What follows belongs to an exercise in optimizing a design on an open flow for small area; a production flow would make more cautious choices.
Function was checked by simulation only, so behaviour that the tests miss may differ from the original.
Power and IR drop assume default switching activity.

==> design/flow/design.v <==
module instr_mem_sync #(
  parameter int DATA_W    = 32,
  parameter int DEPTH     = 64,
  parameter int ADDR_W    = 32,
  parameter int BYTE_ADDR = 1
) (
  input  logic              clk,
  input  logic              rst_n,
  input  logic              fetch_req,
  input  logic [ADDR_W-1:0] pc,
  input  logic              stall,
  output logic [DATA_W-1:0] instr,
  output logic              instr_valid,
  output logic              fault,
  input  logic              load_start,
  input  logic              load_valid,
  input  logic [DATA_W-1:0] load_data,
  output logic              load_busy,
  output logic              load_done
);
  localparam int NRING = 16;    
  localparam int NSRC  = 68;    
  logic [5:0] ptr;
  logic       do_write;
  assign do_write = rst_n && load_busy && load_valid && !load_start;
  always_ff @(posedge clk) begin
    if (!rst_n) begin
      ptr       <= '0;
      load_busy <= 1'b0;
      load_done <= 1'b0;
    end else begin
      load_done <= 1'b0;
      if (load_start) begin
        ptr       <= '0;
        load_busy <= 1'b1;
      end else if (load_busy && load_valid) begin
        ptr <= ptr + 1'b1;
        if (ptr == 6'd63) begin
          load_busy <= 1'b0;
          load_done <= 1'b1;
        end
      end
    end
  end
  logic [1:0] t;
  always_ff @(posedge clk) t <= t + 2'd1;
  logic [DATA_W-1:0] w0 [4];
  always_ff @(posedge clk) begin
    for (int j = 0; j < 4; j++)
      if (do_write && ptr == 6'(j)) w0[j] <= load_data;
  end
  logic              pv [4];
  logic [5:0]        pa [4];
  logic [DATA_W-1:0] pd [4];
  logic              hit [4];    
  assign pv[0] = do_write && (ptr[5:2] != 4'd0);
  assign pa[0] = ptr;
  assign pd[0] = load_data;
  always_comb
    for (int k = 0; k < 4; k++) hit[k] = pv[k] && (pa[k][1:0] == t);
  always_ff @(posedge clk) begin
    for (int k = 1; k < 4; k++) begin
      pv[k] <= pv[k-1] && !hit[k-1];
      pa[k] <= pa[k-1];
      pd[k] <= pd[k-1];
    end
  end
  logic       wen;
  logic [3:0] wring;
  logic [3:0] wsel;      
  always_comb begin
    wen   = 1'b0;
    wring = pa[3][5:2];
    wsel  = 4'b0000;
    for (int k = 3; k >= 0; k--) begin
      if (hit[k]) begin
        wen   = 1'b1;
        wring = pa[k][5:2];
        wsel  = 4'b0001 << k;
      end
    end
  end
  logic [DATA_W-1:0] wdata;
  genvar b, r, s;
  generate
    for (b = 0; b < DATA_W; b++) begin : g_wbus
      assign wdata[b] = (wsel[0] && pd[0][b]) || (wsel[1] && pd[1][b]) ||
                        (wsel[2] && pd[2][b]) || (wsel[3] && pd[3][b]);
    end
  endgenerate
  logic [DATA_W-1:0] ring [NRING][4];
  logic [NRING-1:0]  rwe;
  always_comb
    for (int g = 0; g < NRING; g++) rwe[g] = wen && (wring == 4'(g));
  generate
    for (r = 1; r < NRING; r++) begin : g_ring
      logic [DATA_W-1:0] port_d;
      for (b = 0; b < DATA_W; b++) begin : g_port
        assign port_d[b] = rwe[r] ? wdata[b] : ring[r][0][b];
      end
      always_ff @(posedge clk) begin
        ring[r][0] <= ring[r][1];
        ring[r][1] <= ring[r][2];
        ring[r][2] <= ring[r][3];
        ring[r][3] <= port_d;
      end
    end
  endgenerate
  logic [5:0]        ra;
  logic [1:0]        rslot;
  logic              bad;
  logic              take;     
  logic              upd;      
  logic [3:1]        fwd;
  logic              nofwd;
  logic [NSRC-1:0]   rsel;
  logic [DATA_W-1:0] instr_d;
  assign ra    = pc[7:2];
  assign rslot = ra[1:0] - t;
  assign bad   = (pc[1:0] != 2'b00) || (pc[ADDR_W-1:8] != '0);
  assign take  = rst_n && !stall && !load_busy && fetch_req && !bad;
  assign upd   = !rst_n || (!stall && !load_busy && fetch_req);
  always_comb begin
    fwd[1] = pv[1] && pa[1] == ra;
    fwd[2] = pv[2] && pa[2] == ra && !fwd[1];
    fwd[3] = pv[3] && pa[3] == ra && !fwd[1] && !fwd[2];
    nofwd  = !(pv[1] && pa[1] == ra) && !(pv[2] && pa[2] == ra) && !(pv[3] && pa[3] == ra);
    for (int g = 1; g < NRING; g++)
      for (int s2 = 0; s2 < 4; s2++)
        rsel[4*(g-1)+s2] = take && nofwd && ra[5:2] == 4'(g) && rslot == 2'(s2);
    for (int j = 0; j < 4; j++)
      rsel[60+j] = take && nofwd && ra == 6'(j);
    for (int k = 1; k < 4; k++)
      rsel[63+k] = take && fwd[k];
    rsel[67] = !upd;
  end
  generate
    for (b = 0; b < DATA_W; b++) begin : g_rd
      logic [NSRC-1:0] d;
      for (r = 1; r < NRING; r++) begin : g_rr
        for (s = 0; s < 4; s++) begin : g_rs
          assign d[4*(r-1)+s] = ring[r][s][b];
        end
      end
      assign d[60] = w0[0][b];
      assign d[61] = w0[1][b];
      assign d[62] = w0[2][b];
      assign d[63] = w0[3][b];
      assign d[64] = pd[1][b];
      assign d[65] = pd[2][b];
      assign d[66] = pd[3][b];
      assign d[67] = instr[b];
      logic [21:0] n;
      for (r = 0; r < 22; r++) begin : g_a
        aoi222 u (.s(rsel[3*r+2:3*r]), .d(d[3*r+2:3*r]), .y(n[r]));
      end
      assign instr_d[b] = !(&n) || (rsel[66] && d[66]) || (rsel[67] && d[67]);
    end
  endgenerate
  always_ff @(posedge clk) begin
    instr <= instr_d;
    if (!rst_n) begin
      instr_valid <= 1'b0;
      fault       <= 1'b0;
    end else if (!stall) begin
      instr_valid <= !load_busy && fetch_req;
      fault       <= !load_busy && fetch_req && bad;
    end
  end
endmodule
module aoi222 (input logic [2:0] s, input logic [2:0] d, output logic y);
  assign y = !((s[0] && d[0]) || (s[1] && d[1]) || (s[2] && d[2]));
endmodule
==> design/flow/run.sh <==
#!/bin/bash
# synth_recipe.tcl (not shown) runs the flow's synth.tcl, then flattens the netlist and writes it again
# the make line also repeats each setting of config.mk as NAME=value (left out here)
make -C /OpenROAD-flow-scripts/flow DESIGN_CONFIG=/design/flow/config.mk WORK_HOME=/design/flow/orfs CLKGATE_MAP_FILE= SYNTH_SCRIPT=/design/flow/synth_recipe.tcl finish
==> design/flow/config.mk <==
export PLATFORM = sky130hd
export DESIGN_NAME = instr_mem_sync
export DESIGN_NICKNAME = instr_mem_sync
export VERILOG_FILES = /design/flow/design.v
export SDC_FILE = /design/flow/constraint.sdc
export NUM_CORES = 4
export LEC_CHECK = 0
export CAP_MARGIN = 20
export CORE_MARGIN = 2
export CORE_UTILIZATION = 40
export GPL_TIMING_DRIVEN = 0
export SLEW_MARGIN = 20
export SYNTH_HIERARCHICAL = 1
export SYNTH_MINIMUM_KEEP_SIZE = 0
==> design/flow/constraint.sdc <==
create_clock -name core_clock -period 4.0 [get_ports {clk}]
set_input_delay 0.8000 -clock core_clock [delete_from_list [all_inputs] [get_ports {clk}]]
set_output_delay 0.8000 -clock core_clock [all_outputs]
set_load 0.01 [all_outputs]
==> results of run 1 <==
-- power by group --
part	leakage (nW)	switching (mW)	internal, mW
Combinational	8.62	0.124	0.0836
Clock	3.35	8.51	11.1
Sequential	17.9	0.0397	22.3
Total	29.9	8.68	33.4
-- metrics by stage --
step	TNS (ps)	worst slack (ps)	instances	util [%]
2_1_floorplan	0	6.19	4171	-
3_3_place_gp	-541430	-5230	6332	42.7
3_5_place_dp	-217160	-1690	6481	45.2
4_1_cts	0	2.87	6876	49.8
5_1_grt	-169	-126	6913	50.2
6_report	-58.0	-58.0	6914	50.2
-- cell type report --
| type | instances | area share (%) |
|---|---|---|
| Multi-Input combinational cell | 1811 | 22.3 |
| Antenna cell | 5 | 0.0159 |
| Timing Repair Buffer | 311 | 6.68 |
| Clock buffer | 299 | 7.55 |
| Clock inverter | 72 | 1.08 |
| Buffer | 142 | 1.12 |
| Tap cell | 2058 | 3.28 |
| Inverter | 7 | 0.0335 |
| Sequential cell | 2209 | 58.0 |
-- sequential cells by signal (all words and copies together) (netlist names) --
| register | flops |
|---|---|
| load_done | 1 |
| ring | 1920 |
| pd | 96 |
| load_busy | 1 |
| instr_valid | 1 |
| ptr | 6 |
| pv | 3 |
| pa | 18 |
| w0 | 128 |
| fault | 1 |
| t | 2 |
| instr | 32 |
-- cell usage in the layout, fill, tap and decap left out, drive strengths merged, types with 35 or more instances in the layout --
cell type / Yosys / final
dfxtp: 2081 / 2081
nor2: 84 / 84
mux2: 481 / 481
or4: 35 / 35
a222oi: 705 / 705
nand2: 119 / 119
clkinv: 0 / 46
buf: 122 / 320
clkdlybuf4s50: 0 / 99
clkbuf: 22 / 330
edfxtp: 128 / 128
nand4: 167 / 167
-- kinds of logic (layout without fill, tap and decap cells) --
group                      after synthesis  count (layout)  synth area share [%]
muxes                                  483             483                  8.98
AOI/OAI and AO/OA                      820             820                  12.8
adders and majority gates                5               5                0.0992
other                                    0               5                     0
DFF                                   2209            2209                  72.2
and+or+nand+nor                        469             469                  4.02
buffers and inverters                  151             831                  1.42
xor gates and xnor gates                34              34                 0.496
-- layer usage --
| layer | part of all wire (%) | GRT usage, % | wire, um | vias to the layer above |
|---|---|---|---|---|
| met3 | 10 | 5.91 | 22800 | 728 |
| met1 | 38 | 33.8 | 85300 | 21496 |
| li1 | - | - | - | 17983 |
| met2 | 45 | 41.3 | 100000 | 2629 |
| met4 | 6.0 | 14.0 | 13200 | 8 |
| met5 | 0.040 | 0 | 88 | - |
-- modules after synthesis, one instance, submodules excluded --
module	flops+latches	cells inside
aoi222	0	1
instr_mem_sync	2209	3467
-- timing repair --
action / in CTS / in global routing
setup endpoints to repair: 32 / 254
resized for setup: 40 / 73
hold buffers: 0 / 0
cloned: 0 / 4
pin swaps: 21 / 56
setup buffers: 26 / 30
-- path summary, 6_finish.rpt --
path / from / end / depth (start not counted)
setup reg to reg: pa[1][0] / instr[9] / 16
hold / removal: ring[23][30] / ring[22][30] / 0
setup / recovery: pa[1][0] / instr[9] / 16
hold reg to reg: ring[23][30] / ring[22][30] / 0
==> impl_metrics.toml, run 1 <==
[outcome]
status = "complete, but fails checks"
violations = "setup timing"

[timing]
post-route-period-util_pct = 101
worst_slack_ps = -58.0
clock.fmax_ghz = 0.246
min_period_ps = 4060
grt_setup_unrepaired = "yes"
setup_viol_count_final = 1
holdWs_ps = 332
hold_viol_final = 0
worstMarginPinSlew_ps = 1210
relSlewSlack_pct = 19.3
finClkSkew_ps = 24.5
finalMaxSlewViolations = 0

[clock_tree]
cts_buffers = 200
insertion_delay_ps = 840
cts.root.buffer_cell = "clkbuf_16"
cts_tree = "done"
cts_sinks = 2209
h-tree-depth = 4
clkTransAtPathRegs_ps = 70
clockBufferDepth = 3

[route]
drc = 0
avgViaCountPerCell = 6.20
ant_nets = 0
wl_per_cell_um = 32.1
dr_total_vias = 42844
totalWireLength_um = 222000
firstDrtPassIters = 9
drt-initial-drc-count = 7189

[die]
coreArea_sq_um = 156000
start_util_pct = 40.3
dieArea_sq_um = 161000
ios = 106
die-width_um = 401
die_h_um = 401
row_count = 145

[synth]
ys_types = 56
seq_area_frac_synth_pct = 72.2
netlist_area_sq_um = 63100
yosys-top-cells-count = "dfxtp_1, a222oi_1, mux2_2, nand4_1, edfxtp_1"
ys.flop_type = "dfxtp_1"
synth_edf_count = 128
synth.most_common_cell = "dfxtp_1"
ys_seq_elements = 2209
syn-num-nets = 4246
syn_avg_cell_area_sq_um = 15.1
yosys_warnings = 13
yosysTopAreaCell = "dfxtp_1"
synth_top_area_share_pct = 66.1
synthTopCellsByArea = "dfxtp_1, a222oi_1, mux2_2"
synthArstFlopShare_pct = 0
syn_inst = 4171

[layout]
final_nets = 4757
nFillCells = 13078
ff_latch_area_sq_um = 45500
drive_gt1_share_pct = 24.9
multiInputGateArea_sq_um = 17500
design_area_sq_um = 78500
syn2layout_area_growth_pct = 24.6

[setup_path]
arrival_ps = 4770
slowest_delay_ps = 610
cp_top_family = "simple AND/OR/NAND/NOR gates"
cp-start-kind = "register"
r2r_slack_ps = -60
crit_buf_inv = 4
path_class = "register to register"
crit_path_top_delay_cell = "or4_1"
crit_path_end_kind = "register"
path_cells = "xnor2_2, nand4_1, or4_4, nand4_1, buf_6, nor3_4, nand2_4, buf_4, nor2_4, buf_12, buf_12, a222oi_1, nand4_1, or4_1, a2111oi_2, nand2_1"
critPathMostFrequentCell = "nand4_1"
path_max_fanout = 14
required_ps = 4710

[hold_path]
hp-class = "register to register"

[grt]
grt_overflow_total = 0
grt_pass1_wl_um = 306000
grt_max_degree = 24
antenna_found_initial = 15
grt_pass1_vias = 42178
grt_use_total_pct = 26.3

[place]
port_buffers = 103
place.detailed.hpwl_um = 149000
place.gp.congestion = 0.804
placed_area_sq_um = 70700

[pwr]
p_leak_nw = 29.9
pwr_density_cell_nw_per_um2 = 536
ir_drop_mv = 0.523
finalPower_mw = 42.1

[job]
cap_violations = 0
==> run 2: changes to the inputs <==
--- a/design/flow/config.mk
+++ b/design/flow/config.mk
@@ -8,7 +8,6 @@
 export CAP_MARGIN = 20
 export CORE_MARGIN = 2
 export CORE_UTILIZATION = 40
-export GPL_TIMING_DRIVEN = 0
 export SLEW_MARGIN = 20
 export SYNTH_HIERARCHICAL = 1
 export SYNTH_MINIMUM_KEEP_SIZE = 0
==> run 2 against run 1 <==
  * Still fails the layout checks on setup timing
  * Worst hold slack worse by 3.1 ps
  * Synthesized area stayed put
  * Cell count is 3.1% higher
  * Global-route usage is 0.22 points higher
  * Register-to-register slack worse by 20 ps
  * Flip-flop and latch count stayed put
  * Non-clock buffer count is 197 higher
  * Critical path depth stayed put
  * Critical path type unchanged
  * Largest power group unchanged
  * Highest routed layer is now met4
==> impl_metrics.toml, run 2 <==
[timing]
relSlewSlack_pct = 35.2
grt_setup_unrepaired = "yes"
clock.fmax_ghz = 0.245
holdWs_ps = 329
post-route-period-util_pct = 102
hold_viol_final = 0
worst_slack_ps = -78.0
worstMarginPinSlew_ps = 970
finalMaxSlewViolations = 0
tns_ps = -78.0
finClkSkew_ps = 34.8
min_period_ps = 4080
setup_viol_count_final = 1

[grt]
grt_overflow_total = 0
grt_max_degree = 33
grt_pass1_vias = 42551
grt_use_total_pct = 26.5
grt_pass1_wl_um = 310000
antenna_found_initial = 5

[synth]
synthArstFlopShare_pct = 0
synth_top_area_share_pct = 66.1
syn_inst = 4171
yosys-top-cells-count = "dfxtp_1, a222oi_1, mux2_2, nand4_1, edfxtp_1"
synth.most_common_cell = "dfxtp_1"
synth_edf_count = 128
ys.flop_type = "dfxtp_1"
yosysTopAreaCell = "dfxtp_1"
syn_avg_cell_area_sq_um = 15.1
ys_seq_elements = 2209
syn-num-nets = 4246
seq_area_frac_synth_pct = 72.2
ys_types = 56
netlist_area_sq_um = 63100
synthTopCellsByArea = "dfxtp_1, a222oi_1, mux2_2"
yosys_warnings = 13

[setup_path]
arrival_ps = 4770
cp_top_family = "simple AND/OR/NAND/NOR gates"
path_class = "register to register"
crit_buf_inv = 5
slowest_delay_ps = 540
crit_path_top_delay_cell = "or4_4"
cp-start-kind = "register"
path_cells = "xor2_1, or4_4, nand4_1, buf_6, nor3_4, buf_6, nand2_4, buf_6, buf_8, nor2_4, buf_12, a222oi_1, nand4_1, or4_4, a2111oi_4, nand2_1"
path_max_fanout = 7
required_ps = 4690
critPathMostFrequentCell = "buf_6"
crit_path_end_kind = "register"

[layout]
ff_latch_area_sq_um = 45500
syn2layout_area_growth_pct = 28.4
top_regs = "ring x1920, w0 x128, pd x96"
regMostFlops = "ring"
final_cell_mix = "dfxtp_1, a222oi_1, mux2_2, buf_4, clkbuf_16"
drive_gt1_share_pct = 29.0
multiInputGateArea_sq_um = 17800
final_nets = 4963
design_area_sq_um = 80900
final_common_cell = "dfxtp_1"
largest_reg_flops = 1920
nFillCells = 12913

[clock_tree]
h-tree-depth = 4
cts_tree = "done"
cts_buffers = 204
cts_sinks = 2209
insertion_delay_ps = 840
clockBufferDepth = 3
hold_buffers = 0
cts.root.buffer_cell = "clkbuf_16"
clkTransAtPathRegs_ps = 60

[pwr]
p_leak_nw = 31.2
seqPwrFrac_pct = 51.9
p_switching_mw = 8.74
power.share.clock_pct = 47.5
p_comb_share_pct = 0.6
pwr_density_cell_nw_per_um2 = 531
switching_share_pct = 20.4
internal-power_mw = 34.2
ir_drop_mv = 0.475

[route]
drt-initial-drc-count = 6886
firstDrtPassIters = 13
drc = 0
totalWireLength_um = 221000
wl_per_cell_um = 31.0
ant_nets = 0
dr_total_vias = 43289
avgViaCountPerCell = 6.07

[die]
die_h_um = 401
dieArea_sq_um = 161000
row_count = 145
coreArea_sq_um = 156000
die-width_um = 401
ios = 106
start_util_pct = 40.3

[outcome]
violations = "setup timing"
status = "complete, but fails checks"

[job]
cap_violations = 0

[place]
pre_cts_slack_ps = -1230
placed_area_sq_um = 72500
port_buffers = 105
place.gp.congestion = 0.883
place.detailed.hpwl_um = 143000

[hold_path]
hp-class = "register to register"
==> run 2: power groups by stage <==
stage          logic, mW  clock network [mW]  registers, mW
6_report           0.251                20.4           22.3
5_1_grt            0.262                21.5           22.3
4_1_cts            0.241                20.6           22.3
3_5_place_dp       0.236                   0           22.8
3_3_place_gp       0.234                   0           22.8
2_1_floorplan     0.0466                   0           22.8
==> run 2: layer usage <==
metal	up-vias	GRT usage [%]	wire (um)
met5	-	0	0
met3	429	5.13	21500
li1	18443	-	-
met1	22090	36.5	92100
met2	2327	40.8	97700
met4	0	11.0	9430
==> run 2: area by class of cell <==
class                   instances  area share [%]
clock inverters                91            1.40
repair buffers                650            9.72
diodes                          3         0.00928
well taps                    2058            3.18
flip-flops and latches       2209            56.2
multi-input cells            1816            22.0
inverters                       7          0.0325
clock buffers                 293            7.46
==> run 2: logic make-up (layout without fill, tap and decap cells) <==
| kind of cell | count (synthesis) | count (layout) | synth area share, % |
|---|---|---|---|
| buffers and inverters | 151 | 1041 | 1.42 |
| adders and majority gates | 5 | 5 | 0.0992 |
| DFF | 2209 | 2209 | 72.2 |
| xor gates and xnor gates | 34 | 34 | 0.496 |
| and+or+nand+nor | 469 | 474 | 4.02 |
| other | 0 | 3 | 0 |
| AOI/OAI and AO/OA | 820 | 820 | 12.8 |
| muxes | 483 | 483 | 8.98 |
==> run 2: metrics by stage <==
step | std cells | util, % | power (mW)
2_1_floorplan | 4171 | - | 22.8
3_3_place_gp | 6679 | 46.3 | 23.0
3_5_place_dp | 6681 | 46.3 | 23.0
4_1_cts | 7084 | 51.2 | 43.1
5_1_grt | 7124 | 51.7 | 44.1
6_report | 7127 | 51.8 | 42.9
==> run 2: modules after synthesis, one instance, submodules excluded <==
| module | flops+latches | cells | copies in the design | cell area [sq um] |
|---|---|---|---|---|
| aoi222 | 0 | 1 | 704 | 10.0 |
| instr_mem_sync | 2209 | 3467 | 1 | 56000 |
==> run 2: worst paths after layout <==
path                                     end         start  depth (start not counted)  slack [ps]
worst max-delay path               instr[14]      pa[2][5]                         16         -80
worst min-delay path            ring[45][19]  ring[46][19]                          0         330
worst max register to register     instr[14]      pa[2][5]                         16         -80
worst min register to register  ring[45][19]  ring[46][19]                          0         330
==> run 2: what timing repair did <==
| item | CTS | global route |
|---|---|---|
| buffers inserted | 15 | 39 |
| pin swaps | 42 | 68 |
| resized for setup | 73 | 73 |
| endpoints found under the setup margin | 32 | 32 |
| gates cloned | 4 | 2 |
==> run 3: changes to the inputs <==
--- a/design/flow/design.v
+++ b/design/flow/design.v
@@ -19,7 +19,6 @@
   output logic              load_done
 );
   localparam int NRING = 16;    
-  localparam int NSRC  = 68;    
   logic [5:0] ptr;
   logic       do_write;
   assign do_write = rst_n && load_busy && load_valid && !load_start;
@@ -113,13 +112,16 @@
   logic              upd;      
   logic [3:1]        fwd;
   logic              nofwd;
-  logic [NSRC-1:0]   rsel;
   logic [DATA_W-1:0] instr_d;
   assign ra    = pc[7:2];
   assign rslot = ra[1:0] - t;
   assign bad   = (pc[1:0] != 2'b00) || (pc[ADDR_W-1:8] != '0);
   assign take  = rst_n && !stall && !load_busy && fetch_req && !bad;
   assign upd   = !rst_n || (!stall && !load_busy && fetch_req);
+  logic [63:0] asel;     
+  logic        aok;      
+  logic [3:1]  fok;      
+  logic        hold;
   always_comb begin
     fwd[1] = pv[1] && pa[1] == ra;
     fwd[2] = pv[2] && pa[2] == ra && !fwd[1];
@@ -127,16 +129,16 @@
     nofwd  = !(pv[1] && pa[1] == ra) && !(pv[2] && pa[2] == ra) && !(pv[3] && pa[3] == ra);
     for (int g = 1; g < NRING; g++)
       for (int s2 = 0; s2 < 4; s2++)
-        rsel[4*(g-1)+s2] = take && nofwd && ra[5:2] == 4'(g) && rslot == 2'(s2);
+        asel[4*(g-1)+s2] = ra[5:2] == 4'(g) && rslot == 2'(s2);
     for (int j = 0; j < 4; j++)
-      rsel[60+j] = take && nofwd && ra == 6'(j);
-    for (int k = 1; k < 4; k++)
-      rsel[63+k] = take && fwd[k];
-    rsel[67] = !upd;
+      asel[60+j] = ra == 6'(j);
+    aok  = take && nofwd;
+    for (int k = 1; k < 4; k++) fok[k] = take && fwd[k];
+    hold = !upd;
   end
   generate
     for (b = 0; b < DATA_W; b++) begin : g_rd
-      logic [NSRC-1:0] d;
+      logic [63:0] d;
       for (r = 1; r < NRING; r++) begin : g_rr
         for (s = 0; s < 4; s++) begin : g_rs
           assign d[4*(r-1)+s] = ring[r][s][b];
@@ -146,15 +148,14 @@
       assign d[61] = w0[1][b];
       assign d[62] = w0[2][b];
       assign d[63] = w0[3][b];
-      assign d[64] = pd[1][b];
-      assign d[65] = pd[2][b];
-      assign d[66] = pd[3][b];
-      assign d[67] = instr[b];
-      logic [21:0] n;
-      for (r = 0; r < 22; r++) begin : g_a
-        aoi222 u (.s(rsel[3*r+2:3*r]), .d(d[3*r+2:3*r]), .y(n[r]));
+      logic [20:0] n;
+      logic        arr;
+      for (r = 0; r < 21; r++) begin : g_a
+        aoi222 u (.s(asel[3*r+2:3*r]), .d(d[3*r+2:3*r]), .y(n[r]));
       end
-      assign instr_d[b] = !(&n) || (rsel[66] && d[66]) || (rsel[67] && d[67]);
+      assign arr = !(&n) || (asel[63] && d[63]);
+      assign instr_d[b] = (aok && arr) || (fok[1] && pd[1][b]) || (fok[2] && pd[2][b]) ||
+                          (fok[3] && pd[3][b]) || (hold && instr[b]);
     end
   endgenerate
   always_ff @(posedge clk) begin
--- a/design/flow/config.mk
+++ b/design/flow/config.mk
@@ -7,7 +7,10 @@
 export LEC_CHECK = 0
 export CAP_MARGIN = 20
 export CORE_MARGIN = 2
-export CORE_UTILIZATION = 40
+export CORE_UTILIZATION = 55
+export CTS_CLUSTER_DIAMETER = 100
+export CTS_CLUSTER_SIZE = 30
+export GPL_TIMING_DRIVEN = 0
 export SLEW_MARGIN = 20
 export SYNTH_HIERARCHICAL = 1
 export SYNTH_MINIMUM_KEEP_SIZE = 0
==> run 3 against run 2 <==
  * Still fails the layout checks on setup timing
  * Cell count fell by 15%
  * Global-route usage rose by 0.63 points
  * Final area fell by 12%
  * Die area fell by 27%
  * Largest cell class unchanged
  * Total power fell by 23%
  * Via count fell by 12%
==> impl_metrics.toml, run 3 <==
[grt]
grt_overflow_total = 0
grt_pass1_vias = 37104
grtUsageMet2_pct = 37.7
antenna_found_initial = 5
grt_use_total_pct = 27.2
use_met3_pct = 5.13
busiest_layer = "met1"
grt_pass1_wl_um = 241000
use_met1_pct = 43.9
grt_max_degree = 33

[die]
row_count = 124
die_h_um = 342
die-width_um = 342
ios = 106
dieArea_sq_um = 117000
start_util_pct = 55.2
coreArea_sq_um = 114000

[setup_path]
arrival_ps = 4610
critical_path_depth = 15
required_ps = 4600
path_class = "input pin to register"
slowest_delay_ps = 730
critPathMostFrequentCell = "nand3_1"
cp_top_family = "simple AND/OR/NAND/NOR gates"
cp-start-kind = "input pin"
crit_path_end_kind = "register"
path_cells = "clkbuf_4, inv_1, ha_2, xor2_2, xnor2_2, nand2b_4, clkbuf_16, nor2_4, buf_16, a222oi_1, nand4_1, nor4_4, nand3_1, a22oi_1, nand3_1"
crit_buf_inv = 4
crit_path_top_delay_cell = "a222oi_1"
path_max_fanout = 22
r2r_cells = 13

[timing]
post-route-period-util_pct = 100
hold_viol_final = 0
finClkSkew_ps = 23.9
worstMarginPinSlew_ps = 1130
setup_viol_count_final = 1
clock.fmax_ghz = 0.249
holdWs_ps = 346
grt_setup_unrepaired = "no"
finalMaxSlewViolations = 0
relSlewSlack_pct = 23.8
min_period_ps = 4010
worst_slack_ps = -9.30

[route]
firstDrtPassIters = 7
totalWireLength_um = 163000
ant_nets = 0
drc = 0
avgViaCountPerCell = 6.25
dr_total_vias = 37894
drt-initial-drc-count = 5392
wl_per_cell_um = 26.8

[synth]
syn_inst = 4260
synthArstFlopShare_pct = 0
syn_avg_cell_area_sq_um = 14.8
yosysTopAreaCell = "dfxtp_1"
ys_seq_elements = 2209
syn-num-nets = 4335
synth_top_area_share_pct = 66.3
synth.most_common_cell = "dfxtp_1"
netlist_area_sq_um = 62900
yosys-top-cells-count = "dfxtp_1, a222oi_1, mux2_2, nand4_1, edfxtp_1"
synthTopCellsByArea = "dfxtp_1, a222oi_1, mux2_2"
yosys_warnings = 13
seq_area_frac_synth_pct = 72.4
synth_edf_count = 128
ys.flop_type = "dfxtp_1"
ys_types = 54

[job]
cap_violations = 0

[clock_tree]
cts_tree = "done"
cts_buffers = 83
h-tree-depth = 3
cts_sinks = 2209
clkTransAtPathRegs_ps = 110
cts.root.buffer_cell = "clkbuf_16"
hold_buffers = 0
insertion_delay_ps = 710
clockBufferDepth = 3

[layout]
drive_gt1_share_pct = 19.0
syn2layout_area_growth_pct = 13.0
final_cell_mix = "dfxtp_1, a222oi_1, mux2_2, nand4_1, edfxtp_1"
largest_reg_flops = 1920
regMostFlops = "ring"
design_area_sq_um = 71000
final_common_cell = "dfxtp_1"
top_regs = "ring x1920, w0 x128, pd x96"
final_nets = 4604

[outcome]
status = "complete, but fails checks"
violations = "setup timing"

[place]
port_buffers = 103
placed_area_sq_um = 68100
place.detailed.hpwl_um = 117000
place.gp.congestion = 0.857

[hold_path]
hold_depth = 0
hp-class = "register to register"

[pwr]
pwr_density_cell_nw_per_um2 = 464
ir_drop_mv = 0.477
p_leak_nw = 26.4
run 3: cell count changes after synthesis, sizes merged, moves of 32 or more:
cell / before / now
nor4: 7 / 42
a22oi: 0 / 64
a2111oi: 32 / 0
nand4: 167 / 135
or4: 35 / 2
a222oi: 705 / 672
clkbuf: 22 / 61
buf: 122 / 68
nand3: 10 / 113
run 3: path summary, 6_finish.rpt:
path	slack, ps	startpoint	endpoint
worst max-delay path	-9	pc[2]	instr[14]
worst min-delay path	350	ring[42][10]	ring[41][10]
worst max register to register	60	t[0]	instr[14]
worst min register to register	350	ring[42][10]	ring[41][10]
run 3: modules after synthesis (local to each module, per instance):
| module | flip-flops and latches | cells | area (sq um) | copies in the design |
|---|---|---|---|---|
| aoi222 | 0 | 1 | 10.0 | 672 |
| instr_mem_sync | 2209 | 3588 | 56100 | 1 |
run 3: final cells by class:
| cell class | instances | area (sq um) |
|---|---|---|
| Sequential cell | 2209 | 45500 |
| Timing Repair Buffer | 185 | 2910 |
| Tap cell | 1512 | 1890 |
| Fill cell | 8635 | 42900 |
| Clock inverter | 7 | 76.3 |
| Multi-Input combinational cell | 1916 | 17700 |
| Inverter | 6 | 22.5 |
| Buffer | 128 | 731 |
| Clock buffer | 97 | 2150 |
| Antenna cell | 2 | 5.00 |
run 3: power breakdown:
part | internal (mW) | switching [mW] | total (mW)
clock network | 3.89 | 6.42 | 10.3
logic | 0.148 | 0.238 | 0.386
registers | 22.2 | 0.0383 | 22.3
total | 26.3 | 6.69 | 33.0
run 3: per-layer routing:
layer	vias to the layer above	wire length, um
li1	17542	-
met1	18887	83100
met2	1308	65600
met3	155	11600
met4	2	2440
met5	-	13
run 3: cell families (layout without fill, tap and decap cells):
kind of cell / Yosys count / after routing / share of synthesized area, %
flops: 2209 / 2209 / 72.4
compound gates: 819 / 819 / 12.7
other cells: 0 / 2 / 0
buf+inv: 135 / 423 / 1.06
simple gates: 575 / 575 / 4.63
mux: 483 / 483 / 8.65
xor+xnor: 34 / 34 / 0.474
fa+ha+maj: 5 / 5 / 0.0995
run 3: timing repair:
action,in CTS,in global routing
setup endpoints to repair,65,112
resized for setup,70,36
buffers inserted,7,6
pin swaps,10,24
run 3: stage by stage:
stage | setup slack [ps] | cells | TNS (ps) | power (mW) | utilization (%)
2_1_floorplan | 19.1 | 4260 | 0 | 22.9 | -
3_3_place_gp | -2720 | 5875 | -391950 | 23.1 | 57.8
3_5_place_dp | -2410 | 5944 | -204080 | 23.1 | 59.8
4_1_cts | 8.24 | 6054 | 0 | 33.2 | 62.2
5_1_grt | 13.5 | 6060 | 0 | 34.0 | 62.4
6_report | -9.30 | 6062 | -9.30 | 33.0 | 62.4
==> run 4: changes to the inputs <==
--- a/design/flow/config.mk
+++ b/design/flow/config.mk
@@ -8,9 +8,6 @@
 export CAP_MARGIN = 20
 export CORE_MARGIN = 2
 export CORE_UTILIZATION = 55
-export CTS_CLUSTER_DIAMETER = 100
-export CTS_CLUSTER_SIZE = 30
-export GPL_TIMING_DRIVEN = 0
 export SLEW_MARGIN = 20
 export SYNTH_HIERARCHICAL = 1
 export SYNTH_MINIMUM_KEEP_SIZE = 0
==> run 4 against run 3 <==
  * The layout still fails its checks (setup timing)
  * Worst setup slack worse by 62 ps
  * First-iteration DRC count is 14% higher
  * Critical endpoint is now instr[17]
  * Core utilization is 6.0 points higher
  * Global-route usage is 4.7 points higher
  * Critical path depth is 3 higher
==> impl_metrics.toml, run 4 <==
[outcome]
status = "complete, but fails checks"
violations = "setup timing"

[setup_path]
r2r_cells = 16
path_cells = "clkdlybuf4s50_1, inv_1, ha_1, xor2_2, xnor2_2, buf_4, nand2b_4, buf_12, buf_4, nor2_4, buf_4, a222oi_1, nand4_1, nor4_1, buf_4, nand3_1, a22oi_1, nand3_1"
path_class = "input pin to register"
cp_top_family = "buffers and inverters"
required_ps = 4700
crit_buf_inv = 7
cp-start-kind = "input pin"
slowest_delay_ps = 660
arrival_ps = 4770
path_max_fanout = 17
critical_path_depth = 18
crit_path_end_kind = "register"
crit_path_top_delay_cell = "a222oi_1"
critPathMostFrequentCell = "buf_4"

[route]
totalWireLength_um = 189000
drc = 0
firstDrtPassIters = 9
ant_nets = 0
wl_per_cell_um = 28.5
drt-initial-drc-count = 6130
dr_total_vias = 41824
avgViaCountPerCell = 6.28

[pwr]
p_leak_nw = 30.2
internal-power_mw = 34.1
p_switching_mw = 8.63
p_comb_share_pct = 1.0
switching_share_pct = 20.2
pwr_density_cell_nw_per_um2 = 549
power.share.clock_pct = 46.8
ir_drop_mv = 0.469
seqPwrFrac_pct = 52.1

[place]
place.gp.congestion = 0.872
placed_area_sq_um = 70600
port_buffers = 105
place.detailed.hpwl_um = 126000
pre_cts_slack_ps = -1110
place_inst = 6264

[grt]
grt_use_total_pct = 31.8
use_met3_pct = 5.58
grt_pass1_vias = 41463
grt_pass1_wl_um = 277000
grtUsageMet2_pct = 47.1
antenna_found_initial = 9
grt_max_degree = 33
busiest_layer = "met1"
use_met1_pct = 48.0
grt_overflow_total = 0

[timing]
post-route-period-util_pct = 102
holdWs_ps = 336
finClkSkew_ps = 26.9
relSlewSlack_pct = 19.3
hold_viol_final = 0
worstMarginPinSlew_ps = 1210
clock.fmax_ghz = 0.246
min_period_ps = 4070
finalMaxSlewViolations = 0
worst_slack_ps = -71.5
setup_viol_count_final = 2

[synth]
syn_inst = 4260
syn-num-nets = 4335
seq_area_frac_synth_pct = 72.4
ys_types = 54
syn_avg_cell_area_sq_um = 14.8
synth_top_area_share_pct = 66.3
ys_seq_elements = 2209
yosysTopAreaCell = "dfxtp_1"
yosys_warnings = 13
synthArstFlopShare_pct = 0
netlist_area_sq_um = 62900
synth_edf_count = 128
ys.flop_type = "dfxtp_1"
yosys-top-cells-count = "dfxtp_1, a222oi_1, mux2_2, nand4_1, edfxtp_1"
synth.most_common_cell = "dfxtp_1"
synthTopCellsByArea = "dfxtp_1, a222oi_1, mux2_2"

[layout]
ff_latch_area_sq_um = 45500
design_area_sq_um = 77800
top_regs = "ring x1920, w0 x128, pd x96"
drive_gt1_share_pct = 27.9
largest_reg_flops = 1920
final_common_cell = "dfxtp_1"
regMostFlops = "ring"
final_cell_mix = "dfxtp_1, a222oi_1, mux2_2, buf_4, clkbuf_16"
final_nets = 5038
final-instance-count-excl-fill = 6655
nFillCells = 8188
syn2layout_area_growth_pct = 23.8
multiInputGateArea_sq_um = 17300

[clock_tree]
cts.root.buffer_cell = "clkbuf_16"
clockBufferDepth = 3
cts_tree = "done"
hold_buffers = 0
insertion_delay_ps = 810
cts_sinks = 2209
h-tree-depth = 4
cts_buffers = 204
clkTransAtPathRegs_ps = 60

[die]
coreArea_sq_um = 114000
ios = 106
start_util_pct = 55.2
die-width_um = 342
row_count = 124
die_h_um = 342
dieArea_sq_um = 117000

[hold_path]
hp-class = "register to register"
hold_depth = 0

[job]
cap_violations = 0
run 4: cell counts after synthesis:
No cell type changed its count.
run 4: power groups by stage:
stage / Combinational [mW] / Sequential, mW / Clock, mW
after floorplan: 0.107 / 22.8 / 0
after global placement: 0.427 / 22.8 / 0
after detailed placement: 0.429 / 22.8 / 0
after CTS: 0.431 / 22.3 / 20.2
after global routing: 0.461 / 22.3 / 21.1
final: 0.444 / 22.3 / 20.0
run 4: cell families (layout without fill, tap and decap cells):
| kind of cell | count (synthesis) | after routing | synth area share, % |
|---|---|---|---|
| other | 0 | 2 | 0 |
| adders and majority gates | 5 | 5 | 0.0995 |
| DFF | 2209 | 2209 | 72.4 |
| xor gates and xnor gates | 34 | 34 | 0.474 |
| and+or+nand+nor | 575 | 575 | 4.63 |
| muxes | 483 | 483 | 8.65 |
| buffers and inverters | 135 | 1016 | 1.06 |
| AOI/OAI and AO/OA | 819 | 819 | 12.7 |
run 4: repair_timing:
item                                    in CTS  in global routing
cloned                                       0                  0
resized for setup                            5                 10
endpoints found under the setup margin       5                  7
buffers inserted                             0                  7
pin swaps                                    0                 10
run 4: cell type report:
type / count / area share [%]
Sequential cell: 2209 / 58.5
Multi-Input combinational cell: 1916 / 22.2
Clock buffer: 310 / 7.94
Timing Repair Buffer: 626 / 7.85
Tap cell: 1512 / 2.43
Clock inverter: 74 / 1.07
Inverter: 6 / 0.0289
Antenna cell: 2 / 0.00643
run 4: modules after synthesis (local to each module, per instance):
| module | flip-flops and latches | times used | cells | area (sq um) |
|---|---|---|---|---|
| aoi222 | 0 | 672 | 1 | 10.0 |
| instr_mem_sync | 2209 | 1 | 3588 | 56100 |
run 4: worst paths after layout:
path                start            to  slack, ps
max                 pc[2]     instr[17]        -70
min          ring[41][30]  ring[40][30]        340
max reg2reg          t[0]     instr[17]        200
min reg2reg  ring[41][30]  ring[40][30]        340
run 4: metrics by stage:
step | TNS (ps) | total power [mW] | util [%]
6_report | -74.3 | 42.8 | 68.3
2_1_floorplan | 0 | 22.9 | -
3_5_place_dp | -23280 | 23.2 | 62.0
3_3_place_gp | -22330 | 23.2 | 62.0
4_1_cts | 0 | 42.9 | 68.2
5_1_grt | -13.5 | 43.8 | 68.3
run 4: worst reg2reg max path, stage by stage, from the launching register on:
cell and delay (ps):
dfxtp_1 310, ha_1 200, xor2_2 160, xnor2_2 320, buf_4 200, nand2b_4 130
buf_12 150, buf_4 130, nor2_4 150, buf_4 230, a222oi_1 660, nand4_1 260
nor4_1 250, buf_4 200, nand3_1 70, a22oi_1 170, nand3_1 90
run 4: per-layer routing:
layer,vias to the layer above,wire [um]
met5,-,13
met4,2,4090
li1,18637,-
met1,20992,87700
met3,277,16400
met2,1916,81300
==> run 5: changes to the inputs <==
--- a/design/flow/design.v
+++ b/design/flow/design.v
@@ -41,8 +41,11 @@
       end
     end
   end
+  logic [1:0] tv [4];
   logic [1:0] t;
-  always_ff @(posedge clk) t <= t + 2'd1;
+  assign t = tv[0];
+  always_ff @(posedge clk)
+    for (int s2 = 0; s2 < 4; s2++) tv[s2] <= 2'(s2) + t + 2'd1;
   logic [DATA_W-1:0] w0 [4];
   always_ff @(posedge clk) begin
     for (int j = 0; j < 4; j++)
@@ -106,7 +109,6 @@
     end
   endgenerate
   logic [5:0]        ra;
-  logic [1:0]        rslot;
   logic              bad;
   logic              take;     
   logic              upd;      
@@ -114,7 +116,6 @@
   logic              nofwd;
   logic [DATA_W-1:0] instr_d;
   assign ra    = pc[7:2];
-  assign rslot = ra[1:0] - t;
   assign bad   = (pc[1:0] != 2'b00) || (pc[ADDR_W-1:8] != '0);
   assign take  = rst_n && !stall && !load_busy && fetch_req && !bad;
   assign upd   = !rst_n || (!stall && !load_busy && fetch_req);
@@ -129,7 +130,7 @@
     nofwd  = !(pv[1] && pa[1] == ra) && !(pv[2] && pa[2] == ra) && !(pv[3] && pa[3] == ra);
     for (int g = 1; g < NRING; g++)
       for (int s2 = 0; s2 < 4; s2++)
-        asel[4*(g-1)+s2] = ra[5:2] == 4'(g) && rslot == 2'(s2);
+        asel[4*(g-1)+s2] = ra[5:2] == 4'(g) && ra[1:0] == tv[s2];
     for (int j = 0; j < 4; j++)
       asel[60+j] = ra == 6'(j);
     aok  = take && nofwd;
--- a/design/flow/config.mk
+++ b/design/flow/config.mk
@@ -8,6 +8,9 @@
 export CAP_MARGIN = 20
 export CORE_MARGIN = 2
 export CORE_UTILIZATION = 55
+export CTS_CLUSTER_DIAMETER = 80
+export CTS_CLUSTER_SIZE = 25
+export GPL_TIMING_DRIVEN = 0
 export SLEW_MARGIN = 20
 export SYNTH_HIERARCHICAL = 1
 export SYNTH_MINIMUM_KEEP_SIZE = 0
==> run 5 against run 4 <==
  * Still fails the layout checks on setup timing
  * Synthesized cell count did not move
  * Via count fell by 9.7%
  * Non-clock buffer count shrank 318
  * Clock power is 44% lower
  * Critical path type unchanged
  * Critical endpoint is now instr[21]
  * Largest power group unchanged
==> impl_metrics.toml, run 5 <==
[synth]
yosys-top-cells-count = "dfxtp_1, a222oi_1, mux2_2, nand4_1, edfxtp_1"
ys_types = 52
synth.most_common_cell = "dfxtp_1"
synthArstFlopShare_pct = 0
netlist_area_sq_um = 62900
yosys_warnings = 14
synth_top_area_share_pct = 66.4
syn-num-nets = 4334
ys_seq_elements = 2213
synth_edf_count = 128
ys.flop_type = "dfxtp_1"
synthTopCellsByArea = "dfxtp_1, a222oi_1, mux2_2"
syn_inst = 4260
seq_area_frac_synth_pct = 72.5
syn_avg_cell_area_sq_um = 14.8
yosysTopAreaCell = "dfxtp_1"

[layout]
top_regs = "ring x1920, w0 x128, pd x96"
drive_gt1_share_pct = 18.4
syn2layout_area_growth_pct = 13.4
final-instance-count-excl-fill = 6080
final_common_cell = "dfxtp_1"
largest_reg_flops = 1920
final_nets = 4614
regMostFlops = "ring"
final_cell_mix = "dfxtp_1, a222oi_1, mux2_2, nand4_1, edfxtp_1"

[timing]
min_period_ps = 4040
relSlewSlack_pct = 32.4
grt_setup_unrepaired = "yes"
finClkSkew_ps = 25.5
finalMaxSlewViolations = 0
worstMarginPinSlew_ps = 1010
hold_viol_final = 0
worst_slack_ps = -37.2
setup_viol_count_final = 1
holdWs_ps = 333
clock.fmax_ghz = 0.248
post-route-period-util_pct = 101

[grt]
grt_pass1_wl_um = 238000
antenna_found_initial = 5
grt_use_total_pct = 26.7
grt_max_degree = 27
grt_pass1_vias = 36832
grt_overflow_total = 0

[route]
dr_total_vias = 37767
wl_per_cell_um = 26.3
ant_nets = 0
drc = 0
totalWireLength_um = 160000
firstDrtPassIters = 9
drt-initial-drc-count = 5177
avgViaCountPerCell = 6.21

[die]
die-width_um = 342
ios = 106
coreArea_sq_um = 114000
row_count = 124
start_util_pct = 55.2
dieArea_sq_um = 117000
die_h_um = 342

[setup_path]
required_ps = 4600
r2r_cells = 10
arrival_ps = 4640
path_max_fanout = 12
r2r-start = "ptr[2]"
r2r_slack_ps = 40
critPathCapture = "instr[21]"
crit_path_end_kind = "register"
startpoint = "pc[3]"
cp-start-kind = "input pin"
path_class = "input pin to register"
r2r_end = "ring[35][17]"

[job]
cap_violations = 0

[pwr]
ir_drop_mv = 0.381
pwr_density_cell_nw_per_um2 = 475
p_leak_nw = 26.5

[place]
place.gp.congestion = 0.849
place.detailed.hpwl_um = 113000
port_buffers = 104
place_inst = 5950
pre_cts_slack_ps = -1940

[hold_path]
hp-class = "register to register"
min-delay-start = "ring[41][22]"

[clock_tree]
cts_tree = "done"
cts.root.buffer_cell = "clkbuf_16"
clockBufferDepth = 3
cts_buffers = 98
cts_sinks = 2213
insertion_delay_ps = 720
clkTransAtPathRegs_ps = 100
h-tree-depth = 3
hold_buffers = 0

[outcome]
violations = "setup timing"
status = "complete, but fails checks"
==> run 5: cell count changes after synthesis, sizes merged, moves of 2 or more <==
cell	previous run	this run
nand2b	6	4
clkbuf	61	74
nor3b	4	6
xnor2	23	28
and2	5	3
a22oi	64	66
buf	68	54
nand3	113	110
dfxtp	2081	2085
nor3	8	4
nor2b	11	6
==> run 5: power by group <==
part,switching [mW],total [mW],internal [mW]
Clock,6.55,11.2,4.66
Combinational,0.232,0.365,0.134
Sequential,0.0368,22.3,22.3
Total,6.82,33.9,27.1
==> run 5: area by class of cell <==
| cell class | count | area (sq um) |
|---|---|---|
| multi-input combinational | 1912 | 17700 |
| antenna | 6 | 15.0 |
| sequential | 2213 | 45600 |
| fill | 8618 | 42600 |
| buffer | 128 | 688 |
| tap | 1512 | 1890 |
| clock inverter | 3 | 22.5 |
| clock buffer | 119 | 2640 |
| timing repair buffer | 180 | 2740 |
| inverter | 7 | 26.3 |
==> run 5: through the flow <==
stage	total power [mW]	instance area, sq um	TNS, ps	utilization, %
after floorplan	22.9	62900	0	-
after global placement	23.1	65800	-426850	57.8
after detailed placement	23.2	68100	-265050	59.8
after CTS	34.1	71200	0	62.5
after global routing	34.9	71300	-69.0	62.6
final	33.9	71300	-37.2	62.6
==> run 5: how the worst min path moves through the flow <==
| stage | endpoint | cells past startpoint |
|---|---|---|
| after detailed placement | tv[3][1] | 0 |
| after global placement | tv[3][0] | 0 |
| after CTS | ring[42][17] | 0 |
| after floorplan | tv[3][0] | 0 |
| final | ring[40][22] | 0 |
| after global routing | ring[42][17] | 0 |
==> run 5: logic make-up (layout without fill, tap and decap cells) <==
family	Yosys count	count (layout)	synth area share, %
xor gates and xnor gates	38	38	0.529
other	0	6	0
DFF	2213	2213	72.5
AOI/OAI and AO/OA	822	822	12.7
adders and majority gates	4	4	0.0796
buffers and inverters	135	437	0.989
muxes	483	483	8.65
and+or+nand+nor	565	565	4.57
==> run 5: repair_timing <==
action	in CTS	in global routing
pin swaps	4	10
endpoints found under the setup margin	56	304
hold endpoints to repair	0	0
buffers inserted	1	1
gates resized for setup	66	80
==> run 5: layer usage <==
metal  GRT usage, %  part of all wire [%]  vias up
li1               -                     -    17613
met1           42.4                    50    18807
met2           38.0                    41     1218
met3           4.99                   7.2      129
met4           4.43                   1.3        0
met5              0                     0        -
==> run 5: critical path, stage by stage <==
cell and delay [ps]:
clkdlybuf4s50_1 570, buf_6 210, xnor2_1 130, nand2_4 220, buf_8 250, nor2_4 140, a222oi_1 750, nand4_1 270
nor4_2 660, nand3_1 250, a22oi_1 250, nand3_1 110
==> run 5: modules after synthesis, one instance, submodules excluded <==
module          area [sq um]  copies in the design  flip-flops and latches
instr_mem_sync         56200                     1                    2213
aoi222                  10.0                   672                       0
==> run 6: changes to the inputs <==
--- a/design/flow/design.v
+++ b/design/flow/design.v
@@ -20,27 +20,29 @@
 );
   localparam int NRING = 16;    
   logic [5:0] ptr;
+  logic [5:0] ptr_nx;
   logic       do_write;
   assign do_write = rst_n && load_busy && load_valid && !load_start;
   always_ff @(posedge clk) begin
     if (!rst_n) begin
-      ptr       <= '0;
       load_busy <= 1'b0;
       load_done <= 1'b0;
     end else begin
       load_done <= 1'b0;
       if (load_start) begin
-        ptr       <= '0;
         load_busy <= 1'b1;
-      end else if (load_busy && load_valid) begin
-        ptr <= ptr + 1'b1;
-        if (ptr == 6'd63) begin
-          load_busy <= 1'b0;
-          load_done <= 1'b1;
-        end
-      end
-    end
-  end
+      end else if (load_busy && load_valid && ptr == 6'd63) begin
+        load_busy <= 1'b0;
+        load_done <= 1'b1;
+      end
+    end
+  end
+  always_comb begin
+    if (!rst_n || load_start)          ptr_nx = '0;
+    else if (load_busy && load_valid)  ptr_nx = ptr + 1'b1;
+    else                               ptr_nx = ptr;
+  end
+  always_ff @(posedge clk) ptr <= ptr_nx;
   logic [1:0] tv [4];
   logic [1:0] t;
   assign t = tv[0];
@@ -55,32 +57,34 @@
   logic [5:0]        pa [4];
   logic [DATA_W-1:0] pd [4];
   logic              hit [4];    
+  logic              lcand;      
+  logic [15:1]       lcring;     
+  logic [3:1]        land;       
   assign pv[0] = do_write && (ptr[5:2] != 4'd0);
   assign pa[0] = ptr;
   assign pd[0] = load_data;
+  assign hit[0] = do_write && lcand;
   always_comb
-    for (int k = 0; k < 4; k++) hit[k] = pv[k] && (pa[k][1:0] == t);
+    for (int k = 1; k < 4; k++) hit[k] = land[k];
   always_ff @(posedge clk) begin
     for (int k = 1; k < 4; k++) begin
       pv[k] <= pv[k-1] && !hit[k-1];
       pa[k] <= pa[k-1];
       pd[k] <= pd[k-1];
     end
-  end
-  logic       wen;
-  logic [3:0] wring;
+    land[1] <= pv[0] && (pa[0][1:0] == t + 2'd1);
+    land[2] <= pv[1] && (pa[1][1:0] == t + 2'd1);
+    land[3] <= pv[2] && (pa[2][1:0] == t + 2'd1);
+    lcand   <= (ptr_nx[5:2] != 4'd0) && (ptr_nx[1:0] == t + 2'd1);
+    for (int g = 1; g < 16; g++)
+      lcring[g] <= (ptr_nx[5:2] == 4'(g)) && (ptr_nx[1:0] == t + 2'd1);
+  end
   logic [3:0] wsel;      
   always_comb begin
-    wen   = 1'b0;
-    wring = pa[3][5:2];
-    wsel  = 4'b0000;
-    for (int k = 3; k >= 0; k--) begin
-      if (hit[k]) begin
-        wen   = 1'b1;
-        wring = pa[k][5:2];
-        wsel  = 4'b0001 << k;
-      end
-    end
+    wsel[0] = hit[0];
+    wsel[1] = hit[1] && !hit[0];
+    wsel[2] = hit[2] && !hit[1] && !hit[0];
+    wsel[3] = hit[3] && !hit[2] && !hit[1] && !hit[0];
   end
   logic [DATA_W-1:0] wdata;
   genvar b, r, s;
@@ -93,12 +97,14 @@
   logic [DATA_W-1:0] ring [NRING][4];
   logic [NRING-1:0]  rwe;
   always_comb
-    for (int g = 0; g < NRING; g++) rwe[g] = wen && (wring == 4'(g));
+    for (int g = 0; g < NRING; g++)
+      rwe[g] = (g != 0 && do_write && lcring[g == 0 ? 1 : g]) || (hit[1] && pa[1][5:2] == 4'(g)) ||
+               (hit[2] && pa[2][5:2] == 4'(g)) || (hit[3] && pa[3][5:2] == 4'(g));
   generate
     for (r = 1; r < NRING; r++) begin : g_ring
       logic [DATA_W-1:0] port_d;
       for (b = 0; b < DATA_W; b++) begin : g_port
-        assign port_d[b] = rwe[r] ? wdata[b] : ring[r][0][b];
+        o22ag u_port (.a({ring[r][0][b], rwe[r]}), .b({wdata[b], !rwe[r]}), .y(port_d[b]));
       end
       always_ff @(posedge clk) begin
         ring[r][0] <= ring[r][1];
@@ -149,14 +155,25 @@
       assign d[61] = w0[1][b];
       assign d[62] = w0[2][b];
       assign d[63] = w0[3][b];
-      logic [20:0] n;
-      logic        arr;
+      logic [21:0] n;
+      logic [5:0]  p;
+      logic [1:0]  u;
+      logic [1:0]  h;
       for (r = 0; r < 21; r++) begin : g_a
-        aoi222 u (.s(asel[3*r+2:3*r]), .d(d[3*r+2:3*r]), .y(n[r]));
-      end
-      assign arr = !(&n) || (asel[63] && d[63]);
-      assign instr_d[b] = (aok && arr) || (fok[1] && pd[1][b]) || (fok[2] && pd[2][b]) ||
-                          (fok[3] && pd[3][b]) || (hold && instr[b]);
+        aoi222 u_a (.s(asel[3*r+2:3*r]), .d(d[3*r+2:3*r]), .y(n[r]));
+      end
+      nand2g u_n21 (.a({asel[63], d[63]}), .y(n[21]));
+      nand4g u_p0 (.a(n[3:0]),   .y(p[0]));
+      nand4g u_p1 (.a(n[7:4]),   .y(p[1]));
+      nand4g u_p2 (.a(n[11:8]),  .y(p[2]));
+      nand4g u_p3 (.a(n[15:12]), .y(p[3]));
+      nand3g u_p4 (.a(n[18:16]), .y(p[4]));
+      nand3g u_p5 (.a(n[21:19]), .y(p[5]));
+      o31aig u_u0 (.a(p[2:0]), .b(aok), .y(u[0]));
+      o31aig u_u1 (.a(p[5:3]), .b(aok), .y(u[1]));
+      assign h[0] = !((fok[1] && pd[1][b]) || (fok[2] && pd[2][b]));
+      assign h[1] = !((fok[3] && pd[3][b]) || (hold && instr[b]));
+      nand4g u_y (.a({h, u}), .y(instr_d[b]));
     end
   endgenerate
   always_ff @(posedge clk) begin
@@ -173,3 +190,18 @@
 module aoi222 (input logic [2:0] s, input logic [2:0] d, output logic y);
   assign y = !((s[0] && d[0]) || (s[1] && d[1]) || (s[2] && d[2]));
 endmodule
+module nand2g (input logic [1:0] a, output logic y);
+  assign y = !(&a);
+endmodule
+module nand3g (input logic [2:0] a, output logic y);
+  assign y = !(&a);
+endmodule
+module nand4g (input logic [3:0] a, output logic y);
+  assign y = !(&a);
+endmodule
+module o31aig (input logic [2:0] a, input logic b, output logic y);
+  assign y = !((|a) && b);
+endmodule
+module o22ag (input logic [1:0] a, input logic [1:0] b, output logic y);
+  assign y = (a[0] || a[1]) && (b[0] || b[1]);
+endmodule
--- a/design/flow/config.mk
+++ b/design/flow/config.mk
@@ -11,6 +11,7 @@
 export CTS_CLUSTER_DIAMETER = 80
 export CTS_CLUSTER_SIZE = 25
 export GPL_TIMING_DRIVEN = 0
+export SETUP_SLACK_MARGIN = 0.2
 export SLEW_MARGIN = 20
 export SYNTH_HIERARCHICAL = 1
 export SYNTH_MINIMUM_KEEP_SIZE = 0
==> run 6 against run 5 <==
  * Clock skew decreased by 3.1 ps
  * Worst hold slack improved by 8.2 ps
  * Via count increased by 14%
  * Register-to-register slack improved by 330 ps
  * Largest cell class unchanged
  * Total power increased by 1.5%
  * Critical path type unchanged
  * Core utilization increased by 0.49 points
  * Synthesized cell count increased by 1.6%
  * Critical endpoint is now ring[7][23]
  * Wire length increased by 27%
  * Highest routed layer is now met5
  * Now clean on timing, DRC and antenna
==> impl_metrics.toml, run 6 <==
[outcome]
status = "no timing/DRC/antenna violations"

[route]
drc = 0
drt-initial-drc-count = 6586
avgViaCountPerCell = 6.95
totalWireLength_um = 203000
ant_nets = 0
wl_per_cell_um = 32.8
firstDrtPassIters = 7
dr_total_vias = 43094

[grt]
grt_pass1_vias = 41746
antenna_found_initial = 1
grt_max_degree = 34
grt_use_total_pct = 33.9
grt_pass1_wl_um = 291000
grt_overflow_total = 0

[timing]
setup_viol_count_final = 0
post-route-period-util_pct = 95.4
hold_viol_final = 0
min_period_ps = 3810
finalMaxSlewViolations = 0
clock.fmax_ghz = 0.262
worstMarginPinSlew_ps = 1110
relSlewSlack_pct = 26.1
finClkSkew_ps = 22.4
grt_setup_unrepaired = "no"

[layout]
drive_gt1_share_pct = 10.2
final-instance-count-excl-fill = 6197
nFillCells = 8681
regMostFlops = "ring"
top_regs = "ring x1920, w0 x128, pd x96"
final_nets = 4729
antenna_cells = 0
final_common_cell = "dfxtp_1"
design_area_sq_um = 71800
final_cell_mix = "dfxtp_1, a222oi_1, o22a_1, nand4_1, edfxtp_1"
largest_reg_flops = 1920
syn2layout_area_growth_pct = 14.3
final_util_pct = 63.1

[die]
start_util_pct = 55.2
ios = 106
row_count = 124
dieArea_sq_um = 117000
coreArea_sq_um = 114000
die_h_um = 342
die-width_um = 342

[synth]
ys_types = 55
yosys-top-cells-count = "dfxtp_1, a222oi_1, o22a_1, nand4_1, edfxtp_1"
synthTopCellsByArea = "dfxtp_1, a222oi_1, o22a_1"
syn_inst = 4330
syn_avg_cell_area_sq_um = 14.5
seq_area_frac_synth_pct = 73.1
synth_top_area_share_pct = 67.0
synthArstFlopShare_pct = 0
netlist_area_sq_um = 62900
yosysTopAreaCell = "dfxtp_1"
yosys_warnings = 14
ys.flop_type = "dfxtp_1"
ys_seq_elements = 2232
synth.most_common_cell = "dfxtp_1"
syn-num-nets = 4404
synth_edf_count = 128

[pwr]
p_leak_nw = 25.1
internal-power_mw = 27.4
power.share.clock_pct = 33.4
p_comb_share_pct = 1.1
pwr_density_cell_nw_per_um2 = 479
switching_share_pct = 20.4
seqPwrFrac_pct = 65.5
ir_drop_mv = 0.376
p_switching_mw = 7.03

[setup_path]
r2r_cells = 10
crit_path_end_kind = "register"
path_max_fanout = 15
required_ps = 4670
cp-start-kind = "input pin"
r2r_slack_ps = 370
arrival_ps = 4480
path_class = "input pin to register"

[place]
place_inst = 6065
port_buffers = 98
place.gp.congestion = 0.864
place.detailed.hpwl_um = 133000
placed_area_sq_um = 68900

[hold_path]
hp-class = "register to register"
hold_depth = 0

[clock_tree]
clockBufferDepth = 3
cts_buffers = 99
h-tree-depth = 3
clkTransAtPathRegs_ps = 100
cts_setup_buffers = 0
cts_sinks = 2232
cts_tree = "done"
cts.root.buffer_cell = "clkbuf_16"
insertion_delay_ps = 730

[job]
cap_violations = 0
run 6: cells by family after synthesis:
logic type / synth area share, %
XOR/XNOR: 0.516
AO/OA/AOI/OAI: 21.0
buffers and inverters: 0.563
adder cells (fa/ha/maj): 0.0796
AND/OR/NAND/NOR: 4.74
flip-flops: 73.1
multiplexers: 0.0159
run 6: area by class of cell:
class / count / area [sq um] / share of cell area, %
Buffer: 61 / 315 / 0.439
Clock buffer: 124 / 2660 / 3.70
Clock inverter: 7 / 100 / 0.139
Inverter: 21 / 78.8 / 0.110
Multi-Input combinational cell: 2016 / 17300 / 24.1
Sequential cell: 2232 / 46000 / 64.0
Tap cell: 1512 / 1890 / 2.63
Timing Repair Buffer: 224 / 3550 / 4.94
run 6: metrics by stage:
step | setup TNS (ps) | worst slack (ps) | total power, mW | hold WS, ps
after floorplan | -32400 | -1020 | 23.1 | 329
after global placement | -1211190 | -5880 | 23.3 | 331
after detailed placement | -130180 | -977 | 23.4 | 335
after CTS | 0 | 238 | 34.6 | 336
after global routing | 0 | 214 | 35.3 | 346
final | 0 | 185 | 34.4 | 341
run 6: worst paths after layout:
kind,startpoint,endpoint
worst max-delay path,rst_n,ring[7][23]
worst max register to register,tv[2][0],instr[1]
worst min-delay path,ring[49][11],ring[48][11]
worst min register to register,ring[49][11],ring[48][11]
run 6: layer usage:
layer  up-vias  routed length, um  GRT usage [%]  part of all wire [%]
met5         -                 15              0                0.0074
met4         2               7970           12.5                   3.9
met3       318              21000           7.30                    10
met2      2295              86900           49.9                    43
met1     21892              87100           49.1                    43
li1      18587                  -              -                     -
run 6: per-module statistics from Yosys (local to each module, per instance):
module | times used | cell area [sq um]
instr_mem_sync | 1 | 49700
o31aig | 64 | 12.5
aoi222 | 672 | 10.0
o22ag | 480 | 8.76
nand4g | 160 | 6.26
nand3g | 64 | 5.00
nand2g | 32 | 3.75
run 6: worst max-delay path: stages:
cell,delay (ps)
clkdlybuf4s50_1,540
nand2b_1,120
buf_2,230
nor2_2,150
and2_1,240
nor4b_2,750
buf_2,410
a221o_1,940
o22a_1,280
run 6: power by group through the flow:
stage	clock network [mW]	logic [mW]	registers, mW
global route	12.4	0.402	22.5
global placement	0	0.308	23.0
detailed placement	0	0.378	23.0
floorplan	0	0.110	23.0
CTS	11.7	0.383	22.5
finish	11.5	0.394	22.5
run 6: what timing repair did:
| item | CTS | global route |
|---|---|---|
| endpoints found under the setup margin | 32 | 38 |
| pin swaps | 2 | 3 |
| resized for setup | 21 | 9 |
| hold buffers | 0 | 0 |
| endpoints found under the hold margin | 0 | 0 |
==> run 7: changes to the inputs <==
--- a/design/flow/design.v
+++ b/design/flow/design.v
@@ -58,7 +58,6 @@
   logic [DATA_W-1:0] pd [4];
   logic              hit [4];    
   logic              lcand;      
-  logic [15:1]       lcring;     
   logic [3:1]        land;       
   assign pv[0] = do_write && (ptr[5:2] != 4'd0);
   assign pa[0] = ptr;
@@ -76,8 +75,6 @@
     land[2] <= pv[1] && (pa[1][1:0] == t + 2'd1);
     land[3] <= pv[2] && (pa[2][1:0] == t + 2'd1);
     lcand   <= (ptr_nx[5:2] != 4'd0) && (ptr_nx[1:0] == t + 2'd1);
-    for (int g = 1; g < 16; g++)
-      lcring[g] <= (ptr_nx[5:2] == 4'(g)) && (ptr_nx[1:0] == t + 2'd1);
   end
   logic [3:0] wsel;      
   always_comb begin
@@ -98,7 +95,7 @@
   logic [NRING-1:0]  rwe;
   always_comb
     for (int g = 0; g < NRING; g++)
-      rwe[g] = (g != 0 && do_write && lcring[g == 0 ? 1 : g]) || (hit[1] && pa[1][5:2] == 4'(g)) ||
+      rwe[g] = (hit[0] && pa[0][5:2] == 4'(g)) || (hit[1] && pa[1][5:2] == 4'(g)) ||
                (hit[2] && pa[2][5:2] == 4'(g)) || (hit[3] && pa[3][5:2] == 4'(g));
   generate
     for (r = 1; r < NRING; r++) begin : g_ring
==> run 7 against run 6 <==
  * Die area fell by 0.83%
  * Final area fell by 0.27%
  * Clock-buffer cell count rose by 1
  * Synthesized cell count down 1.3%
  * Critical path depth is the same
  * Core utilization up 0.60 points
  * Worst hold slack got worse by 4.7 ps
  * Register-to-register slack got worse by 190 ps
  * Wire length rose by 1.2%
  * Sequential share of layout area is 0.25 points lower
  * Critical endpoint is now ring[27][17]
==> impl_metrics.toml, run 7 <==
[timing]
clock.fmax_ghz = 0.260
worst_slack_ps = 148
finClkSkew_ps = 27.4
finalMaxSlewViolations = 0
grt_setup_unrepaired = "yes"
worstMarginPinSlew_ps = 1300
post-route-period-util_pct = 96.3
hold_viol_final = 0
min_period_ps = 3850
relSlewSlack_pct = 13.3
setup_viol_count_final = 0

[layout]
largest_reg_flops = 1920
final_util_pct = 63.7
drive_gt1_share_pct = 10.3
syn2layout_area_growth_pct = 15.0
final_cell_mix = "dfxtp_1, a222oi_1, o22a_1, nand4_1, edfxtp_1"
top_regs = "ring x1920, w0 x128, pd x96"
final-instance-count-excl-fill = 6142
ff_latch_area_sq_um = 45700
nFillCells = 8388
final_common_cell = "dfxtp_1"
final_nets = 4681
multiInputGateArea_sq_um = 17200
regMostFlops = "ring"

[synth]
synthTopCellsByArea = "dfxtp_1, a222oi_1, o22a_1"
syn_avg_cell_area_sq_um = 14.6
synthArstFlopShare_pct = 0
synth.most_common_cell = "dfxtp_1"
ys_seq_elements = 2217
yosysTopAreaCell = "dfxtp_1"
syn_inst = 4273
synth_top_area_share_pct = 67.1
seq_area_frac_synth_pct = 73.3
yosys_warnings = 14
yosys-top-cells-count = "dfxtp_1, a222oi_1, o22a_1, nand4_1, edfxtp_1"
ys_types = 51
netlist_area_sq_um = 62300
syn-num-nets = 4347
ys.flop_type = "dfxtp_1"
synth_edf_count = 128

[setup_path]
arrival_ps = 4520
path_max_fanout = 15
critPathMostFrequentCell = "clkbuf_1"
required_ps = 4670
cp-start-kind = "input pin"
slowest_delay_ps = 820
crit_path_top_delay_cell = "a221o_2"
path_cells = "clkdlybuf4s50_1, and2_1, clkbuf_1, and3_1, clkbuf_2, nor4b_4, clkbuf_1, a221o_2, o22a_1"
r2r_slack_ps = 180
crit_path_end_kind = "register"
path_class = "input pin to register"

[outcome]
status = "no timing/DRC/antenna violations"

[clock_tree]
h-tree-depth = 3
cts.root.buffer_cell = "clkbuf_16"
cts_sinks = 2217
clockBufferDepth = 3
clkTransAtPathRegs_ps = 90
insertion_delay_ps = 730
cts_buffers = 99
cts_tree = "done"
hold_buffers = 0

[route]
dr_total_vias = 43157
ant_nets = 0
drt-initial-drc-count = 7047
firstDrtPassIters = 9
totalWireLength_um = 205000
avgViaCountPerCell = 7.03
wl_per_cell_um = 33.4
drc = 0

[die]
die_h_um = 341
die-width_um = 341
ios = 106
row_count = 123
start_util_pct = 55.4
dieArea_sq_um = 116000
coreArea_sq_um = 112000

[place]
place.gp.congestion = 0.916
place.detailed.hpwl_um = 133000
place_inst = 6005
pre_cts_slack_ps = -850
port_buffers = 99

[grt]
grt_overflow_total = 0
grt_pass1_wl_um = 292000
antenna_found_initial = 8
grt_use_total_pct = 34.4
grt_max_degree = 34
grt_pass1_vias = 41332

[pwr]
pwr_density_cell_nw_per_um2 = 478
finalPower_mw = 34.2
p_leak_nw = 25.4
ir_drop_mv = 0.338

[job]
cap_violations = 0

[hold_path]
hp-class = "register to register"
-- run 7: cell count changes after synthesis, sizes merged, moves of 6 or more --
cell | before | now
xnor2 | 27 | 20
inv | 21 | 15
nor3 | 18 | 10
dfxtp | 2104 | 2089
nand2 | 106 | 94
-- run 7: path summary, 6_finish.rpt --
kind / startpoint / end / cells past startpoint
worst max register to register: tv[1][1] / instr[3] / 9
worst min-delay path: ring[27][29] / ring[26][29] / 0
worst min register to register: ring[27][29] / ring[26][29] / 0
worst max-delay path: load_valid / ring[27][17] / 9
-- run 7: power by group --
part / internal (mW) / switching (mW) / leakage (nW)
registers: 22.3 / 0.0427 / 18.2
clock network: 4.70 / 6.75 / 1.33
logic: 0.137 / 0.294 / 5.79
total: 27.2 / 7.08 / 25.4
-- run 7: timing repair --
action	4_1_cts	5_1_grt
pin swaps	3	3
endpoints found under the hold margin	0	0
endpoints found under the setup margin	275	378
gates resized for setup	21	14
setup buffers	1	0
-- run 7: Yosys stat by module, one instance, submodules excluded --
module | cell area [sq um] | cells inside | times used | flip-flops and latches
nand3g | 5.00 | 1 | 64 | 0
aoi222 | 10.0 | 1 | 672 | 0
nand4g | 6.26 | 1 | 160 | 0
o22ag | 8.76 | 1 | 480 | 0
nand2g | 3.75 | 1 | 32 | 0
instr_mem_sync | 49200 | 2801 | 1 | 2217
o31aig | 12.5 | 1 | 64 | 0
-- run 7: area by class of cell --
cell class,instances,share of cell area (%)
diodes,4,0.0140
plain buffers,56,0.410
clock buffers,125,3.70
clock inverters,7,0.127
inverters,15,0.0786
multi-input cells,1985,24.1
flip-flops and latches,2217,63.7
well taps,1500,2.62
repair buffers,233,5.25
-- run 7: logic make-up after synthesis --
family	count (synthesis)	synth area share [%]
AOI/OAI and AO/OA	1388	21.0
xor gates and xnor gates	34	0.478
adders and majority gates	4	0.0803
buffers and inverters	71	0.490
DFF	2217	73.3
muxes	1	0.0161
and+or+nand+nor	558	4.64
-- run 7: worst max-delay path: cells and delay by family --
kind | cells | cell delay, ps
buf+inv | 4 | 1550
compound gates | 2 | 1090
simple gates | 3 | 1050
-- run 7: metal layers --
metal  vias to the layer above  share of wire, %  track usage [%]
met2                      2389                41             48.9
met5                         -                 0                0
met3                       279                13             10.3
li1                      18414                 -                -
met4                         0               3.6             12.0
met1                     22075                42             49.7
-- run 7: through the flow --
stage               instance area, sq um  hold slack (ps)  setup TNS [ps]
finish                             71600              337               0
global route                       71600              341               0
CTS                                71600              341               0
detailed placement                 68700              335         -267900
global placement                   65200              330        -1498660
floorplan                          62400              329          -32400

Re-timed with assumed drivers on the ports (clkbuf_16 on the clock, buf_2 on other inputs), run 7 has 0.120 ns of setup slack against 0.148 ns with ideal ports, and -0.674 ns once port delays also move by the mid clock arrival of 0.794 ns.
